This design comes from an exercise in tuning for small area, a short achievable clock period and few clock cycles per item on the open sky130 flow, not from production work.
In this exercise RTL edits were held to simulation tests only and were not proved equivalent to the original.
Power is estimated from default activity; no workload was simulated.

Design exp_golomb_bit_reader_top, start of the top module:
module exp_golomb_bit_reader_top
#(
    parameter int BUFFER_WORDS     = egbr_pkg::BUFFER_WORDS_DEF,
    parameter int MAX_PREFIX_ZEROS = egbr_pkg::MAX_PREFIX_ZEROS_DEF
) (
    input  logic      i_clk,
    input  logic      i_rst_n,
    input  logic        i_in_valid,
    input  logic [40:0] i_in_word,     
    output logic        o_in_stall,
    output logic        o_out_valid,
    output logic [41:0] o_out_word,    
    input  logic        i_out_stall
);
Settings: LEC_CHECK=0, ABC_AREA=1, CAP_MARGIN=20, CORE_MARGIN=2, CORE_UTILIZATION=40, CTS_BUF_LIST=sky130_fd_sc_hd__clkbuf_8, PLACE_DENSITY=0.6, SETUP_SLACK_MARGIN=1.4, SLEW_MARGIN=20; clock period 5.0 ns.
standard.sh (not shown) runs the stock make flow with config.mk's settings and CLKGATE_MAP_FILE= SYNTH_SCRIPT=/design/flow/synth_recipe.tcl, a recipe that flattens the netlist after the stock synthesis.
==> flow/flow/run.sh <==
#!/bin/bash
set -euo pipefail
export BUFFER_PORTS_ARGS="-buffer_cell sky130_fd_sc_hd__buf_2"
bash standard.sh > flow_make.log 2>&1
Testbench counts at the start, summed over its fixed seeds: cycles 12,016, items 12,000.
Then changed:
--- a/flow/config.mk
+++ b/flow/config.mk
@@ -11 +11 @@
-export CORE_UTILIZATION = 40
+export CORE_UTILIZATION = 45
@@ -13,2 +13,2 @@
-export PLACE_DENSITY = 0.6
-export SETUP_SLACK_MARGIN = 1.4
+export PLACE_DENSITY = 0.65
+export SETUP_SLACK_MARGIN = 1.5
Effect: The changed run finished clean; wire length grows by 1.0%; setup slack is better by 0.042 ns; clock-buffer cell count stays the same.
Then changed:
--- a/flow/config.mk
+++ b/flow/config.mk
@@ -14 +14 @@
-export SETUP_SLACK_MARGIN = 1.5
+export SETUP_SLACK_MARGIN = 1.65
After rerunning: The new run completed without violations. Combinational power rises by about 5%. Core utilization climbs by 1.1 points. Via count rises by 0.34%.
Then changed:
--- a/flow/config.mk
+++ b/flow/config.mk
@@ -11 +11 @@
-export CORE_UTILIZATION = 45
+export CORE_UTILIZATION = 35
@@ -13,2 +13,2 @@
-export PLACE_DENSITY = 0.65
-export SETUP_SLACK_MARGIN = 1.65
+export PLACE_DENSITY = 0.5
+export SETUP_SLACK_MARGIN = 1.5
After rerunning:
- The changed run passed the timing, design-rule and antenna checks
- wire length rose by 7.1%
- clock power barely changes
- core utilization fell by 12 points
- die area rose by 28%
- power barely changes
- worst hold slack gets better by 0.010 ns
Then changed:
--- a/flow/config.mk
+++ b/flow/config.mk
@@ -11 +11 @@
-export CORE_UTILIZATION = 35
+export CORE_UTILIZATION = 40
@@ -13,2 +13,2 @@
-export PLACE_DENSITY = 0.5
-export SETUP_SLACK_MARGIN = 1.5
+export PLACE_DENSITY = 0.55
+export SETUP_SLACK_MARGIN = 1.4
The changed run completed without violations.
Via count rose by 1.2%.
Hold slack got worse by 0.010 ns.
Fmax barely changes.
Register-to-register slack hardly moves.
Power came out lower by 1.4%.
Design area shrinks by 2.4%.
Clock skew falls by 0.0045 ns.


exp_golomb_bit_reader_top, a different RTL version from the one above (not shown whole).
Size in the first run: roughly 190 flip-flops, roughly 15000 um^2 of cells after synthesis.
clock: 5.0 ns
lec_check: 0
abc_area: 1
cap_margin: 20
core_margin: 2
core_utilization: 45
cts_buf_list: sky130_fd_sc_hd__clkbuf_4 sky130_fd_sc_hd__clkbuf_8
place_density: 0.65
setup_slack_margin: 1.2
slew_margin: 20
Scripts as last shown in full above: flow/flow/run.sh
Testbench counts at the start, summed over its fixed seeds: cycles 12,016, items 12,000.
Then changed:
==> flow/run.sh (new file) <==
#!/bin/bash
# synth_recipe.tcl (not shown) runs the flow's synth.tcl, then flattens the netlist and writes it again
# the make line also repeats each setting of config.mk as NAME=value (left out here)
make -C /OpenROAD-flow-scripts/flow DESIGN_CONFIG=/design/flow/config.mk WORK_HOME=/design/flow/orfs CLKGATE_MAP_FILE= SYNTH_SCRIPT=/design/flow/synth_recipe.tcl finish
Settings changed: CTS_BUF_LIST sky130_fd_sc_hd__clkbuf_4 sky130_fd_sc_hd__clkbuf_8 to default.
removed: flow/flow/run.sh
removed: flow/standard.sh
Cell count stays flat.
Area after synthesis is unchanged.
Clock power grows by a quarter to a third.
Critical path depth is higher by 4.
Clock-buffer cell count grows by 1.
Cell area rises by a few percent.
Via count barely changes.
Sequential share of layout area came out lower by 1.2 points.
Wire length drops slightly.
Total power came out higher by a little under a tenth.


The RTL this note starts from:
==> flow/design.v <==
package egbr_pkg;
    localparam int BUFFER_WORDS_DEF     = 3;
    localparam int MAX_PREFIX_ZEROS_DEF = 15;
    localparam int QUEUE_DEPTH          = 2;
    localparam int QPTR_W               = $clog2(QUEUE_DEPTH);
    localparam int QCNT_W               = $clog2(QUEUE_DEPTH + 1);
    localparam int MAX_COUNT            = 32;
    localparam logic [2:0] KIND_LOAD = 3'd0;
    localparam logic [2:0] KIND_GET  = 3'd1;
    localparam logic [2:0] KIND_SHOW = 3'd2;
    localparam logic [2:0] KIND_UE   = 3'd3;
    localparam logic [2:0] KIND_SE   = 3'd4;
    localparam logic [1:0] ST_OK    = 2'd0;
    localparam logic [1:0] ST_UNDER = 2'd1;
    localparam logic [1:0] ST_LONG  = 2'd2;
    localparam logic [1:0] ST_FULL  = 2'd3;
    typedef enum logic [2:0] {
        OP_NONE,
        OP_LOAD,
        OP_GET,
        OP_SHOW,
        OP_UE,
        OP_SE
    } t_op;
    typedef struct packed {
        logic [2:0]  kind;
        logic [31:0] stream_word;
        logic [5:0]  bit_count;
    } t_in_word;
    typedef struct packed {
        logic signed [32:0] value;
        logic [1:0]         status;
        logic [6:0]         bits_available;
    } t_out_word;
    typedef struct packed {
        t_op         op;
        logic [31:0] stream_word;
        logic [5:0]  count;
    } t_op_word;
    localparam int OP_WORD_W = 3 + 32 + 6;
    typedef struct packed {
        logic     valid;
        t_op_word entry;
    } t_q_head;
endpackage
module exp_golomb_bit_reader_top
#(
    parameter int BUFFER_WORDS     = egbr_pkg::BUFFER_WORDS_DEF,
    parameter int MAX_PREFIX_ZEROS = egbr_pkg::MAX_PREFIX_ZEROS_DEF
) (
    input  logic      i_clk,
    input  logic      i_rst_n,
    input  logic        i_in_valid,
    input  logic [40:0] i_in_word,     
    output logic        o_in_stall,
    output logic        o_out_valid,
    output logic [41:0] o_out_word,    
    input  logic        i_out_stall
);
    localparam logic [1:0] M_ZERO = 2'd0;
    localparam logic [1:0] M_RAW  = 2'd1;
    localparam logic [1:0] M_UE   = 2'd2;
    localparam logic [1:0] M_SE   = 2'd3;
    logic [31:0] r_w0, r_w1, r_w2;
    logic [2:0]  r_rsel;         
    logic [4:0]  r_ofs;          
    logic [1:0]  r_nw;           
    logic        r_mid_valid;
    logic [31:0] r_part;         
    logic [2:0]  r_rsh;          
    logic [1:0]  r_mode;
    logic [1:0]  r_status;
    logic        r_out_valid;
    logic [41:0] r_out;
    logic [2:0]  kind;
    logic [31:0] data;
    logic [5:0]  count;
    assign kind  = i_in_word[40:38];
    assign data  = i_in_word[37:6];
    assign count = i_in_word[5] ? 6'd32 : i_in_word[5:0];
    logic is_load, is_get, is_rd, is_ue, is_exp;
    assign is_load = (kind == egbr_pkg::KIND_LOAD);
    assign is_get  = (kind == egbr_pkg::KIND_GET);
    assign is_rd   = (kind == egbr_pkg::KIND_GET) || (kind == egbr_pkg::KIND_SHOW);
    assign is_ue   = (kind == egbr_pkg::KIND_UE);
    assign is_exp  = (kind == egbr_pkg::KIND_UE) || (kind == egbr_pkg::KIND_SE);
    logic stall, take;
    assign stall      = r_mid_valid && r_out_valid && i_out_stall;
    assign take       = i_in_valid && !stall;
    assign o_in_stall = stall;
    logic [31:0] first, second;
    assign first  = ({32{r_rsel[0]}} & r_w0) | ({32{r_rsel[1]}} & r_w1) | ({32{r_rsel[2]}} & r_w2);
    assign second = ({32{r_rsel[0]}} & r_w1) | ({32{r_rsel[1]}} & r_w2) | ({32{r_rsel[2]}} & r_w0);
    logic [62:0] a0;
    logic [46:0] a1;
    logic [38:0] a2;
    logic [34:0] a3;
    logic [32:0] a4;
    logic [31:0] top32;
    assign a0    = {first, second[31:1]};
    assign a1    = r_ofs[4] ? a0[46:0] : a0[62:16];
    assign a2    = r_ofs[3] ? a1[38:0] : a1[46:8];
    assign a3    = r_ofs[2] ? a2[34:0] : a2[38:4];
    assign a4    = r_ofs[1] ? a3[32:0] : a3[34:2];
    assign top32 = r_ofs[0] ? a4[31:0] : a4[32:1];
    logic [15:0] top16;
    assign top16 = top32[31:16];
    logic [15:0] first_one;
    logic        long_code;
    always_comb begin
        for (int k = 0; k < 16; k++)
            first_one[k] = top16[15-k] && ((top16 & ~(16'hFFFF >> k)) == 16'd0);
    end
    assign long_code = (top16 == 16'd0);
    logic [6:0] exp_pick;
    always_comb begin
        logic [5:0] s;
        exp_pick = '0;
        for (int k = 0; k < 16; k++) begin
            s = {1'b0, r_ofs} + 6'(2*k + 1);
            exp_pick = exp_pick | ({7{first_one[k]}} & {s[5] && (s[4:0] != 5'd0), s[5], s[4:0]});
        end
    end
    logic       exp_over, exp_wrap;
    logic [4:0] exp_ofs;
    assign {exp_over, exp_wrap, exp_ofs} = exp_pick;
    logic [4:0] zeros;
    always_comb begin
        zeros = 5'd16;
        for (int i = 0; i < 16; i++) begin
            if (top16[i]) zeros = 5'(15 - i);
        end
    end
    logic [5:0] sum_rd;
    logic       rd_wrap, rd_over;
    assign sum_rd  = {1'b0, r_ofs} + count;
    assign rd_wrap = sum_rd[5];
    assign rd_over = sum_rd[5] && (sum_rd[4:0] != 5'd0);
    logic held16;
    assign held16 = r_nw[1] || (r_nw[0] && (r_ofs <= 5'd16));
    logic [1:0] status;
    logic [1:0] mode;
    logic       consume;
    logic       wrap;
    logic       load_ok;
    always_comb begin
        status  = egbr_pkg::ST_OK;
        mode    = M_ZERO;
        consume = 1'b0;
        load_ok = 1'b0;
        wrap    = 1'b0;
        if (is_load) begin
            if (r_nw == 2'd3) status = egbr_pkg::ST_FULL;
            else              load_ok = 1'b1;
        end else if (is_rd) begin
            if ((r_nw == 2'd0 && count != 6'd0) || (r_nw == 2'd1 && rd_over)) begin
                status = egbr_pkg::ST_UNDER;
            end else begin
                mode    = (count == 6'd0) ? M_ZERO : M_RAW;
                consume = is_get;
                wrap    = rd_wrap;
            end
        end else if (is_exp) begin
            if (long_code) begin
                status = held16 ? egbr_pkg::ST_LONG : egbr_pkg::ST_UNDER;
            end else if (r_nw == 2'd0 || (r_nw == 2'd1 && exp_over)) begin
                status = egbr_pkg::ST_UNDER;
            end else begin
                mode    = is_ue ? M_UE : M_SE;
                consume = 1'b1;
                wrap    = exp_wrap;
            end
        end
    end
    logic [4:0] ofs_next;
    assign ofs_next = is_exp ? exp_ofs : sum_rd[4:0];
    logic [4:0]  rsh;
    logic [31:0] p1, part;
    assign rsh  = is_exp ? {~zeros[3:0], 1'b1} : 5'(6'd32 - count);
    assign p1   = rsh[4] ? {16'b0, top32[31:16]} : top32;
    assign part = rsh[3] ? {8'b0, p1[31:8]} : p1;
    logic [2:0] wsel;
    always_comb begin
        unique case (r_nw)
            2'd0:    wsel = r_rsel;
            2'd1:    wsel = {r_rsel[1:0], r_rsel[2]};
            default: wsel = {r_rsel[0], r_rsel[2:1]};
        endcase
    end
    always_ff @(posedge i_clk) begin
        if (!i_rst_n) begin
            r_rsel <= 3'b001;
            r_ofs  <= '0;
            r_nw   <= '0;
        end else if (take) begin
            if (consume) r_ofs <= ofs_next;
            if (consume && wrap) r_rsel <= {r_rsel[1:0], r_rsel[2]};
            if (load_ok)               r_nw <= r_nw + 2'd1;
            else if (consume && wrap)  r_nw <= r_nw - 2'd1;
        end
    end
    always_ff @(posedge i_clk) begin
        if (take && load_ok && wsel[0]) r_w0 <= data;
    end
    always_ff @(posedge i_clk) begin
        if (take && load_ok && wsel[1]) r_w1 <= data;
    end
    always_ff @(posedge i_clk) begin
        if (take && load_ok && wsel[2]) r_w2 <= data;
    end
    always_ff @(posedge i_clk) begin
        if (!i_rst_n)    r_mid_valid <= 1'b0;
        else if (!stall) r_mid_valid <= i_in_valid;
    end
    always_ff @(posedge i_clk) begin
        if (take) begin
            r_part   <= part;
            r_rsh    <= rsh[2:0];
            r_mode   <= mode;
            r_status <= status;
        end
    end
    logic [31:0] q1, q2, code;
    assign q1   = r_rsh[2] ? {4'b0, r_part[31:4]} : r_part;
    assign q2   = r_rsh[1] ? {2'b0, q1[31:2]} : q1;
    assign code = r_rsh[0] ? {1'b0, q2[31:1]} : q2;
    logic [15:0] any_below;      
    always_comb begin
        for (int i = 0; i < 16; i++) any_below[i] = |(code[15:0] & 16'((32'd1 << i) - 32'd1));
    end
    logic [32:0] value;
    always_comb begin
        unique case (r_mode)
            M_ZERO:  value = '0;
            M_RAW:   value = {1'b0, code};
            M_UE:    value = {17'b0, code[15:0] ^ ~any_below};
            default: begin
                for (int i = 0; i < 15; i++)
                    value[i] = code[i+1] ^ (code[0] && ((code[15:0] & 16'((32'd2 << i) - 32'd2)) != '0));
                value[32:15] = {18{code[0] && (code[15:1] != 15'd0)}};
            end
        endcase
    end
    logic adv;
    assign adv = !(r_out_valid && i_out_stall);
    always_ff @(posedge i_clk) begin
        if (!i_rst_n)  r_out_valid <= 1'b0;
        else if (adv)  r_out_valid <= r_mid_valid;
    end
    always_ff @(posedge i_clk) begin
        if (adv && r_mid_valid) r_out <= {value, r_status, 7'({r_nw, 5'b0}) - 7'(r_ofs)};
    end
    assign o_out_valid = r_out_valid;
    assign o_out_word  = r_out;
endmodule
clock: 5.0 ns
lec_check: 0
abc_area: 1
cap_margin: 20
core_margin: 2
core_utilization: 45
cts_buf_list: sky130_fd_sc_hd__clkbuf_4 sky130_fd_sc_hd__clkbuf_8
place_density: 0.65
setup_slack_margin: 1.2
slew_margin: 20
==> flow/flow/run.sh <==
#!/bin/bash
set -euo pipefail
export BUFFER_PORTS_ARGS="-buffer_cell sky130_fd_sc_hd__buf_2"
bash standard.sh > flow_make.log 2>&1
Testbench counts at the start, summed over its fixed seeds: cycles 12,016, items 12,000.
==> next run, changes <==
ABC_AREA = 0   (was 1)
CTS_BUF_LIST = sky130_fd_sc_hd__clkbuf_8   (was sky130_fd_sc_hd__clkbuf_4 sky130_fd_sc_hd__clkbuf_8)
SETUP_SLACK_MARGIN = 1.5   (was 1.2)
Result: The changed run finished with timing, DRC and antenna clean. Power is lower by 7.3%. Hold slack degrades by 0.0087 ns. Global-route usage went up by 2.8 points.
==> next run, changes <==
ABC_AREA = 1   (was 0)
Clock-buffer cell count increases by 1.
Die area goes up by 0.97%.
Via count came out higher by 0.83%.
Routed wire length drops by 8.9%.
Worst setup slack is better by 1.0 ns.
Design area decreases by 12%.
Fmax increases by 32%.
Critical path depth came out higher by 4.
Power grows by 13%.
==> next run, changes <==
CORE_UTILIZATION = 60   (was 45)
CTS_BUF_LIST = unset   (was sky130_fd_sc_hd__clkbuf_8)
PLACE_DENSITY = 0.8   (was 0.65)
Count of clock-buffer cells in the layout goes down by 1.
Via count goes up by 3.3%.
Wire length goes up by 2.7%.
Final area goes up by 0.32%.
Power goes up by about 8%.
Utilization goes up by 17 points.
Flip-flop and latch count is unchanged.
Non-clock buffer count goes down by 17.
Worst setup slack got worse by 0.061 ns.

-- what the ideal ports hide --
Ports are ideal in the flow. The routed layouts listed here were re-timed in OpenROAD.
Step 1 (the two cells are an assumption about what drives the block):
set clk [get_ports {i_clk}]
set_driving_cell -lib_cell sky130_fd_sc_hd__clkbuf_16 $clk
set_driving_cell -lib_cell sky130_fd_sc_hd__buf_2 [delete_from_list [all_inputs] $clk]
Step 2 also shifts input and output timing later by t, the mid clock arrival at the registers, as if the neighbouring blocks saw the same clock.
Three values: ideal, step 1, step 2; two values: the first two.
run | t (ns) | setup slack, ns | latest minus earliest clock arrival (ns) | slew at the worst register clock pin (ns)
the first run of note 1 | 0.566 | 1.580 / 1.580 / 1.284 | 0.020 / 0.020 | 0.11 / 0.11
the second run of note 1 | 0.548 | 1.622 / 1.622 / 1.247 | 0.017 / 0.017 | 0.11 / 0.11
the third run of note 1 | 0.552 | 1.724 / 1.724 / 1.419 | 0.022 / 0.021 | 0.11 / 0.11
the fourth run of note 1 | 0.581 | 1.648 / 1.648 / 1.274 | 0.020 / 0.021 | 0.11 / 0.11
the fifth run of note 1 | 0.558 | 1.640 / 1.640 / 1.263 | 0.018 / 0.018 | 0.11 / 0.11
the first run of note 2 | 0.570 | 1.258 / 1.258 / 1.157 | 0.024 / 0.024 | 0.12 / 0.12
the second run of note 2 | 0.516 | 1.329 / 1.329 / 0.952 | 0.022 / 0.021 | 0.09 / 0.09
the first run of note 3 | 0.560 | 1.503 / 1.503 / 1.103 | 0.024 / 0.024 | 0.11 / 0.11
the second run of note 3 | 0.552 | 0.638 / 0.638 / 0.368 | 0.019 / 0.019 | 0.11 / 0.11
the third run of note 3 | 0.562 | 1.684 / 1.684 / 1.286 | 0.023 / 0.023 | 0.12 / 0.12
the fourth run of note 3 | 0.498 | 1.623 / 1.623 / 1.248 | 0.019 / 0.019 | 0.10 / 0.10
After both steps every run listed still meets setup and hold. The setup slack of the first run of note 3, which loses most, moves by 0.000 ns with the drivers and by -0.400 ns with both steps.
